From an optimization exercise on the open Yosys and OpenROAD flow, aimed at a short achievable clock period and few clock cycles; shortcuts taken in it are not production practice. In this exercise RTL edits were held to simulation tests only and were not proved equivalent to the original. Power figures rest on the tool's default switching activity, not on a simulated workload.

==> 05-28: inputs <==
// riscv_pipeline
module riscv_pipeline (
    input  logic                  clk,
    input  logic                  rst,
    input  riscv_pipe_pkg::word_t instr,
    output riscv_pipe_pkg::word_t pc,
    input  riscv_pipe_pkg::word_t read_data,
    output logic                  data_we,
    output riscv_pipe_pkg::word_t data_addr,
    output riscv_pipe_pkg::word_t din,
    output riscv_pipe_pkg::word_t status,
    output riscv_pipe_pkg::word_t result_bytes
);
clock: 7.0 ns
lec_check: 0
abc_clock_period_in_ps: 2000
cap_margin: 20
core_margin: 2
core_utilization: 40
setup_slack_margin: 4.5
slew_margin: 20
tns_end_percent: 5
run.sh (not shown) runs the stock make flow with config.mk's settings and CLKGATE_MAP_FILE= SYNTH_SCRIPT=/design/flow/synth_recipe.tcl, a recipe that flattens the netlist after the stock synthesis.
==> 11-19 (differences from 05-28) <==
--- a/flow/design.v
+++ b/flow/design.v
@@ -79,14 +79,14 @@
 );
     logic [31:0] a, b, sum;
     logic        slt;
     assign a       = rd1_e;
     assign b       = opb_e;
     assign store_e = rd2_e;
-    ks_add32 add_i (.a(a), .b(b ^ {32{sub_e}}), .cin(sub_e), .sum(sum));
-    assign slt = (a[31] ^ b[31]) ? a[31] : sum[31];
+    ks_add32 add_i (.a(a), .b(b), .cin(sub_e), .sum(sum));
+    assign slt = (a[31] ^ b[31] ^ sub_e) ? a[31] : sum[31];
     assign alu_result_e = ({32{sel_e[0]}} & sum)
                         | {31'b0, sel_e[1] & slt}
                         | ({32{sel_e[2]}} & (a & b))
                         | ({32{sel_e[3]}} & (a | b))
                         | ({32{sel_e[4]}} & (a ^ b))
                         | ({32{sel_e[5]}} & b);
@@ -124,18 +124,18 @@
     logic [3:0]    btb_trip [BN];
     logic [31:0] pc_f, pc_next, instr_d, pc_d, btb_tgt_d;
     logic        valid_d_r, valid_d, took_d, kill;
     logic        is_op, is_opi, is_lui, is_load, is_store, is_branch, is_jal;
     logic        btb_ok, pred_d, need_d;
     logic [31:0] raw1_d, raw2_d;
-    logic        back_e, bne_e, pred_e, tgt_bad_e, trust_e;
+    logic        back_e, bne_e, pred_e, tgt_bad_e;
     logic        valid_e_r, reg_write_e_r, mem_write_e_r, load_e_r, branch_e_r, jal_e_r;
     logic        valid_e, reg_write_e, mem_write_e, load_e, branch_e, jal_e;
     logic        sub_e;
     logic [5:0]  sel_e;
-    logic [31:0] rd1_e, rd2_e, opb_e, pc_e, alt_e, target_e, btb_tgt_e;
+    logic [31:0] rd1_e, rd2_e, opb_e, pc_e, alt_e, target_e;
     logic [4:0]  rd_e;
     logic        reg_write_m, mem_write_m, load_m;
     logic [31:0] alu_result_m, store_m, alu_result_m_n, store_m_n;
     assign alu_result_m = ~alu_result_m_n;
     assign store_m      = ~store_m_n;
     logic [4:0]  rd_m;
@@ -196,68 +196,67 @@
     assign ok_f   = hit_f & (branch_f | jal_f);
     assign pred_f = jal_f | (branch_f & (ok_f ? took_f : instr[31]));
     assign raw1_f = (rs1_f == 5'd0) ? 32'd0 :
                     (reg_write_m && rd_m == rs1_f) ? result_m : regs[rs1_f];
     assign raw2_f = (rs2_f == 5'd0) ? 32'd0 :
                     (reg_write_m && rd_m == rs2_f) ? result_m : regs[rs2_f];
+    logic [5:0]  sel_f;
+    logic        sub_f;
+    logic [31:0] immx_f;
+    always_comb begin
+        sel_f = 6'b000001;
+        sub_f = 1'b0;
+        if (op_f | opi_f) begin
+            case (instr[14:12])
+                riscv_isa_pkg::F3_ADD_SUB: begin sel_f = 6'b000001; sub_f = op_f & instr[30]; end
+                riscv_isa_pkg::F3_SLT:     begin sel_f = 6'b000010; sub_f = 1'b1; end
+                riscv_isa_pkg::F3_XOR:     sel_f = 6'b010000;
+                riscv_isa_pkg::F3_OR:      sel_f = 6'b001000;
+                riscv_isa_pkg::F3_AND:     sel_f = 6'b000100;
+                default:                   sel_f = 6'b000001;
+            endcase
+        end else if (lui_f | jal_f) begin
+            sel_f = 6'b100000;
+        end
+        if (lui_f)        immx_f = {instr[31:12], 12'b0};
+        else if (jal_f)   immx_f = pc4_f;
+        else if (store_f) immx_f = {{20{instr[31]}}, instr[31:25], instr[11:7]};
+        else              immx_f = {{20{instr[31]}}, instr[31:20]};
+        immx_f = immx_f ^ {32{sub_f}};
+    end
     assign took_f = |(match_f & btb_pt);
     assign pc4_f  = {pc_f[31:2] + 30'd1, pc_f[1:0]};
     logic [4:0]  rs1_d, rs2_d, rd_d;
     logic        use1, use2, stall, d_redir, fa_d, fb_d;
-    logic [31:0] imm_i, imm_s, imm_u, pc4_d, target_d;
-    logic [31:0] rd1_d, rd2_d, result_m, read_data_m, opb_d;
-    logic        sub_d;
+    logic [31:0] pc4_d, target_d, immx_d;
+    logic [31:0] rd1_d, rd2_d, result_m, read_data_m;
+    logic        sub_d, rs2b_d;
     logic [5:0]  sel_d;
     logic [2:0]  f3;
     logic        mispredict, taken_e, equal_e, is_io_e;
     logic [31:0] alu_result_e, store_e;
     assign f3    = instr_d[14:12];
     assign rs1_d = instr_d[19:15];
     assign rs2_d = instr_d[24:20];
     assign rd_d  = instr_d[11:7];
     assign use1 = is_op | is_opi | is_load | is_store | is_branch;
     assign use2 = is_op | is_store | is_branch;
-    assign imm_i = {{20{instr_d[31]}}, instr_d[31:20]};
-    assign imm_s = {{20{instr_d[31]}}, instr_d[31:25], instr_d[11:7]};
-    assign imm_u = {instr_d[31:12], 12'b0};
     assign fa_d = reg_write_e & (rd_e == rs1_d);
     assign fb_d = reg_write_e & (rd_e == rs2_d);
-    assign stall = valid_d & load_e & (rd_e != 5'd0) &
-                   ((use1 && rd_e == rs1_d) || (use2 && rd_e == rs2_d));
+    assign stall = valid_d & ((load_e & (rd_e != 5'd0) &
+                               ((use1 && rd_e == rs1_d) || (use2 && rd_e == rs2_d))) |
+                              (is_op & sub_d & fb_d));
     assign d_redir = valid_d & !stall & need_d;
     assign result_m = load_m ? read_data_m : alu_result_m;
     always_ff @(posedge clk) begin
         if (reg_write_m && rd_m != 5'd0) begin
             regs[rd_m] <= result_m;
         end
     end
     assign rd1_d = (reg_write_m && rd_m == rs1_d) ? result_m : raw1_d;
     assign rd2_d = (reg_write_m && rd_m == rs2_d) ? result_m : raw2_d;
-    always_comb begin
-        sel_d = 6'b000001;
-        sub_d = 1'b0;
-        if (is_op | is_opi) begin
-            case (f3)
-                riscv_isa_pkg::F3_ADD_SUB: begin sel_d = 6'b000001; sub_d = is_op & instr_d[30]; end
-                riscv_isa_pkg::F3_SLT:     begin sel_d = 6'b000010; sub_d = 1'b1; end
-                riscv_isa_pkg::F3_XOR:     sel_d = 6'b010000;
-                riscv_isa_pkg::F3_OR:      sel_d = 6'b001000;
-                riscv_isa_pkg::F3_AND:     sel_d = 6'b000100;
-                default:                   sel_d = 6'b000001;
-            endcase
-        end else if (is_lui | is_jal) begin
-            sel_d = 6'b100000;
-        end
-    end
-    always_comb begin
-        if (is_op | is_branch)  opb_d = rd2_d;
-        else if (is_lui)        opb_d = imm_u;
-        else if (is_jal)        opb_d = pc4_d;
-        else if (is_store)      opb_d = imm_s;
-        else                    opb_d = imm_i;
-    end
     exec exec_i (
         .rd1_e        (rd1_e),
         .rd2_e        (rd2_e),
         .opb_e        (opb_e),
         .sub_e        (sub_e),
         .sel_e        (sel_e),
@@ -273,14 +272,17 @@
             data_we <= mem_write_e & !is_io_e;
         end
         data_addr <= alu_result_e;
         din       <= store_e;
     end
     assign taken_e    = jal_e | (branch_e & (equal_e ^ bne_e));
-    assign tgt_bad_e  = trust_e & (btb_tgt_e != target_e);
-    assign mispredict = valid_e & (tgt_bad_e | (branch_e & (taken_e ^ pred_e)));
+    logic mis_eq, mis_ne;
+    logic [31:0] pc_next_eq, pc_next_ne;
+    assign mis_eq     = valid_e & (tgt_bad_e | (branch_e & !(bne_e ^ pred_e)));
+    assign mis_ne     = valid_e & (tgt_bad_e | (branch_e & (bne_e ^ pred_e)));
+    assign mispredict = equal_e ? mis_eq : mis_ne;
     logic is_io, hit_status, hit_result;
     assign hit_status = is_io & (alu_result_m[7:0] == 8'h00);
     assign hit_result = is_io & (alu_result_m[7:0] == 8'h04);
     assign read_data_m = !is_io    ? read_data :
                          hit_status ? status :
                          hit_result ? result_bytes : 32'd0;
@@ -290,27 +292,30 @@
             result_bytes <= '0;
         end else if (mem_write_m) begin
             if (hit_status) status <= store_m;
             if (hit_result) result_bytes <= store_m;
         end
     end
+    logic [31:0] pc_norm, pc_redir;
     always_comb begin
         if (rst) begin
-            pc_next = 32'h0000_0000;
-        end else if (mispredict) begin
-            pc_next = tgt_bad_e ? pc_e : alt_e;
+            pc_norm = 32'h0000_0000;
         end else if (stall) begin
-            pc_next = pc_f;
+            pc_norm = pc_f;
         end else if (d_redir) begin
-            pc_next = pred_d ? target_d : pc4_d;
+            pc_norm = pred_d ? target_d : pc4_d;
         end else if (took_f) begin
-            pc_next = tgt_f;
+            pc_norm = tgt_f;
         end else begin
-            pc_next = pc4_f;
+            pc_norm = pc4_f;
         end
     end
+    assign pc_redir   = tgt_bad_e ? pc_e : alt_e;
+    assign pc_next_eq = (mis_eq & !rst) ? pc_redir : pc_norm;
+    assign pc_next_ne = (mis_ne & !rst) ? pc_redir : pc_norm;
+    assign pc_next    = equal_e ? pc_next_eq : pc_next_ne;
     logic [31:0] pc_f_n;
     always_ff @(posedge clk) begin
         pc   <= pc_next;
         pc_f_n <= ~pc_next;
     end
     assign pc_f = ~pc_f_n;
@@ -329,12 +334,16 @@
             pc_d      <= pc_f;
             pc4_d     <= pc4_f;
             target_d  <= target_f;
             took_d    <= took_f;
             btb_tgt_d <= tgt_f;
             is_op     <= op_f;
+            sel_d     <= sel_f;
+            sub_d     <= sub_f;
+            immx_d    <= immx_f;
+            rs2b_d    <= op_f | branch_f;
             is_opi    <= opi_f;
             is_lui    <= lui_f;
             is_load   <= load_f;
             is_store  <= store_f;
             is_branch <= branch_f;
             is_jal    <= jal_f;
@@ -375,21 +384,20 @@
         end
     end
     always_ff @(posedge clk) begin
         bne_e     <= (f3 == riscv_isa_pkg::F3_BNE);
         back_e    <= is_branch & instr_d[31];
         pred_e    <= pred_d;
-        trust_e   <= took_d & btb_ok;
-        btb_tgt_e <= btb_tgt_d;
+        tgt_bad_e <= took_d & btb_ok & (btb_tgt_d != target_d);
         alt_e     <= pred_d ? pc4_d : target_d;
         target_e  <= target_d;
         pc_e      <= pc_d;
         rd_e      <= rd_d;
         rd1_e     <= fa_d ? alu_result_e : rd1_d;
         rd2_e     <= fb_d ? alu_result_e : rd2_d;
-        opb_e     <= (fb_d & (is_op | is_branch)) ? alu_result_e : opb_d;
+        opb_e     <= (fb_d & rs2b_d) ? alu_result_e : rs2b_d ? (rd2_d ^ {32{sub_d}}) : immx_d;
         sub_e     <= sub_d;
         sel_e     <= sel_d;
     end
     always_ff @(posedge clk) begin
         if (rst) begin
             reg_write_m <= 1'b0;
--- a/flow/config.mk
+++ b/flow/config.mk
@@ -5,10 +5,11 @@
 export SDC_FILE = /design/flow/constraint.sdc
 export NUM_CORES = 4
 export LEC_CHECK = 0
 export ABC_CLOCK_PERIOD_IN_PS = 2000
 export CAP_MARGIN = 20
 export CORE_MARGIN = 2
-export CORE_UTILIZATION = 40
+export CORE_UTILIZATION = 50
+export PLACE_DENSITY = 0.7
 export SETUP_SLACK_MARGIN = 4.5
 export SLEW_MARGIN = 20
 export TNS_END_PERCENT = 5
==> 09-18 (differences from 05-28) <==
--- a/flow/design.v
+++ b/flow/design.v
@@ -79,14 +79,14 @@
 );
     logic [31:0] a, b, sum;
     logic        slt;
     assign a       = rd1_e;
     assign b       = opb_e;
     assign store_e = rd2_e;
-    ks_add32 add_i (.a(a), .b(b ^ {32{sub_e}}), .cin(sub_e), .sum(sum));
-    assign slt = (a[31] ^ b[31]) ? a[31] : sum[31];
+    ks_add32 add_i (.a(a), .b(b), .cin(sub_e), .sum(sum));
+    assign slt = (a[31] ^ b[31] ^ sub_e) ? a[31] : sum[31];
     assign alu_result_e = ({32{sel_e[0]}} & sum)
                         | {31'b0, sel_e[1] & slt}
                         | ({32{sel_e[2]}} & (a & b))
                         | ({32{sel_e[3]}} & (a | b))
                         | ({32{sel_e[4]}} & (a ^ b))
                         | ({32{sel_e[5]}} & b);
@@ -124,18 +124,18 @@
     logic [3:0]    btb_trip [BN];
     logic [31:0] pc_f, pc_next, instr_d, pc_d, btb_tgt_d;
     logic        valid_d_r, valid_d, took_d, kill;
     logic        is_op, is_opi, is_lui, is_load, is_store, is_branch, is_jal;
     logic        btb_ok, pred_d, need_d;
     logic [31:0] raw1_d, raw2_d;
-    logic        back_e, bne_e, pred_e, tgt_bad_e, trust_e;
+    logic        back_e, bne_e, pred_e, tgt_bad_e;
     logic        valid_e_r, reg_write_e_r, mem_write_e_r, load_e_r, branch_e_r, jal_e_r;
     logic        valid_e, reg_write_e, mem_write_e, load_e, branch_e, jal_e;
     logic        sub_e;
     logic [5:0]  sel_e;
-    logic [31:0] rd1_e, rd2_e, opb_e, pc_e, alt_e, target_e, btb_tgt_e;
+    logic [31:0] rd1_e, rd2_e, opb_e, pc_e, alt_e, target_e;
     logic [4:0]  rd_e;
     logic        reg_write_m, mem_write_m, load_m;
     logic [31:0] alu_result_m, store_m, alu_result_m_n, store_m_n;
     assign alu_result_m = ~alu_result_m_n;
     assign store_m      = ~store_m_n;
     logic [4:0]  rd_m;
@@ -218,14 +218,15 @@
     assign use2 = is_op | is_store | is_branch;
     assign imm_i = {{20{instr_d[31]}}, instr_d[31:20]};
     assign imm_s = {{20{instr_d[31]}}, instr_d[31:25], instr_d[11:7]};
     assign imm_u = {instr_d[31:12], 12'b0};
     assign fa_d = reg_write_e & (rd_e == rs1_d);
     assign fb_d = reg_write_e & (rd_e == rs2_d);
-    assign stall = valid_d & load_e & (rd_e != 5'd0) &
-                   ((use1 && rd_e == rs1_d) || (use2 && rd_e == rs2_d));
+    assign stall = valid_d & ((load_e & (rd_e != 5'd0) &
+                               ((use1 && rd_e == rs1_d) || (use2 && rd_e == rs2_d))) |
+                              (is_op & sub_d & fb_d));
     assign d_redir = valid_d & !stall & need_d;
     assign result_m = load_m ? read_data_m : alu_result_m;
     always_ff @(posedge clk) begin
         if (reg_write_m && rd_m != 5'd0) begin
             regs[rd_m] <= result_m;
         end
@@ -273,14 +274,17 @@
             data_we <= mem_write_e & !is_io_e;
         end
         data_addr <= alu_result_e;
         din       <= store_e;
     end
     assign taken_e    = jal_e | (branch_e & (equal_e ^ bne_e));
-    assign tgt_bad_e  = trust_e & (btb_tgt_e != target_e);
-    assign mispredict = valid_e & (tgt_bad_e | (branch_e & (taken_e ^ pred_e)));
+    logic mis_eq, mis_ne;
+    logic [31:0] pc_next_eq, pc_next_ne;
+    assign mis_eq     = valid_e & (tgt_bad_e | (branch_e & !(bne_e ^ pred_e)));
+    assign mis_ne     = valid_e & (tgt_bad_e | (branch_e & (bne_e ^ pred_e)));
+    assign mispredict = equal_e ? mis_eq : mis_ne;
     logic is_io, hit_status, hit_result;
     assign hit_status = is_io & (alu_result_m[7:0] == 8'h00);
     assign hit_result = is_io & (alu_result_m[7:0] == 8'h04);
     assign read_data_m = !is_io    ? read_data :
                          hit_status ? status :
                          hit_result ? result_bytes : 32'd0;
@@ -290,27 +294,30 @@
             result_bytes <= '0;
         end else if (mem_write_m) begin
             if (hit_status) status <= store_m;
             if (hit_result) result_bytes <= store_m;
         end
     end
+    logic [31:0] pc_norm, pc_redir;
     always_comb begin
         if (rst) begin
-            pc_next = 32'h0000_0000;
-        end else if (mispredict) begin
-            pc_next = tgt_bad_e ? pc_e : alt_e;
+            pc_norm = 32'h0000_0000;
         end else if (stall) begin
-            pc_next = pc_f;
+            pc_norm = pc_f;
         end else if (d_redir) begin
-            pc_next = pred_d ? target_d : pc4_d;
+            pc_norm = pred_d ? target_d : pc4_d;
         end else if (took_f) begin
-            pc_next = tgt_f;
+            pc_norm = tgt_f;
         end else begin
-            pc_next = pc4_f;
+            pc_norm = pc4_f;
         end
     end
+    assign pc_redir   = tgt_bad_e ? pc_e : alt_e;
+    assign pc_next_eq = (mis_eq & !rst) ? pc_redir : pc_norm;
+    assign pc_next_ne = (mis_ne & !rst) ? pc_redir : pc_norm;
+    assign pc_next    = equal_e ? pc_next_eq : pc_next_ne;
     logic [31:0] pc_f_n;
     always_ff @(posedge clk) begin
         pc   <= pc_next;
         pc_f_n <= ~pc_next;
     end
     assign pc_f = ~pc_f_n;
@@ -375,21 +382,20 @@
         end
     end
     always_ff @(posedge clk) begin
         bne_e     <= (f3 == riscv_isa_pkg::F3_BNE);
         back_e    <= is_branch & instr_d[31];
         pred_e    <= pred_d;
-        trust_e   <= took_d & btb_ok;
-        btb_tgt_e <= btb_tgt_d;
+        tgt_bad_e <= took_d & btb_ok & (btb_tgt_d != target_d);
         alt_e     <= pred_d ? pc4_d : target_d;
         target_e  <= target_d;
         pc_e      <= pc_d;
         rd_e      <= rd_d;
         rd1_e     <= fa_d ? alu_result_e : rd1_d;
         rd2_e     <= fb_d ? alu_result_e : rd2_d;
-        opb_e     <= (fb_d & (is_op | is_branch)) ? alu_result_e : opb_d;
+        opb_e     <= (fb_d & (is_op | is_branch)) ? alu_result_e : (opb_d ^ {32{sub_d}});
         sub_e     <= sub_d;
         sel_e     <= sel_d;
     end
     always_ff @(posedge clk) begin
         if (rst) begin
             reg_write_m <= 1'b0;
==> flow/config.mk (replaced) <==
export PLATFORM = sky130hd
export DESIGN_NAME = riscv_pipeline
export DESIGN_NICKNAME = riscv_pipeline
export VERILOG_FILES = /design/flow/design.v
export SDC_FILE = /design/flow/constraint.sdc
export NUM_CORES = 4
export LEC_CHECK = 0
export ABC_CLOCK_PERIOD_IN_PS = 2000
export CAP_MARGIN = 20
export CORE_MARGIN = 2
export CORE_UTILIZATION = 50
export PLACE_DENSITY = 0.7
export SETUP_SLACK_MARGIN = 4.0
export SLEW_MARGIN = 20
export TNS_END_PERCENT = 10
==> notes.md <==
quantity                                                                             11-19                    09-18                    05-28
Result of the run                                                  complete, no violations  complete, no violations  complete, no violations
Maximum VDD drop                                                                  0.289 mV                 0.288 mV                 0.245 mV
Sequential cell area                                                           62100 sq um              61100 sq um              61700 sq um
Count of multi-input combinational gates                                              3783                     3696                     3649
Layout cells sized above 1                                                           0.308                    0.268                    0.277
Post-synth top area share                                                            0.493                    0.491                    0.490
Nets@finish                                                                           7570                     7199                     7255
Met1 Resource Use GR                                                                 0.427                    0.440                    0.379
Number of antenna violations at the first check in global routing                       32                       13                       42
Portion of total power attributed to the clock network                               0.379                    0.388                    0.371
Post-CTS Resized                                                                       914                      628                      772
Headroom to the max-slew limit                                                       0.223                    0.212                    0.274
Share of the final layout cell area in sequential cells                              0.497                    0.518                    0.513
Testbench counts of 05-28, summed over its fixed seeds: cycles 70,241.
Testbench counts of 11-19, summed over its fixed seeds: cycles 70,339.
Testbench counts of 09-18, summed over its fixed seeds: cycles 70,339.

port drivers added, routing unchanged:
The results above use ideal ports. As a check the final layouts listed here were re-extracted and re-timed, cells and wires unchanged.
Step 1 sets driving cells, clkbuf_16 on the clock port and buf_2 on the other inputs (assumed; they add their load-dependent delay and slew).
Step 2 also shifts input and output timing later by t, the mid clock arrival at the registers, as if the neighbouring blocks saw the same clock.
Three values: ideal, step 1, step 2; two values: the first two.
run | t, ns | setup slack, ns | worst setup path at the end
05-28 | 0.967 | 3.644 / 3.601 / 2.634 | input to register
11-19 | 0.978 | 3.572 / 3.572 / 2.819 | input to register
09-18 | 0.959 | 3.732 / 3.590 / 2.631 | input to register
After both steps setup and hold are still met in every run listed. For 09-18, which loses most, drivers alone change the setup slack by -0.142 ns; drivers and shift together by -1.101 ns.
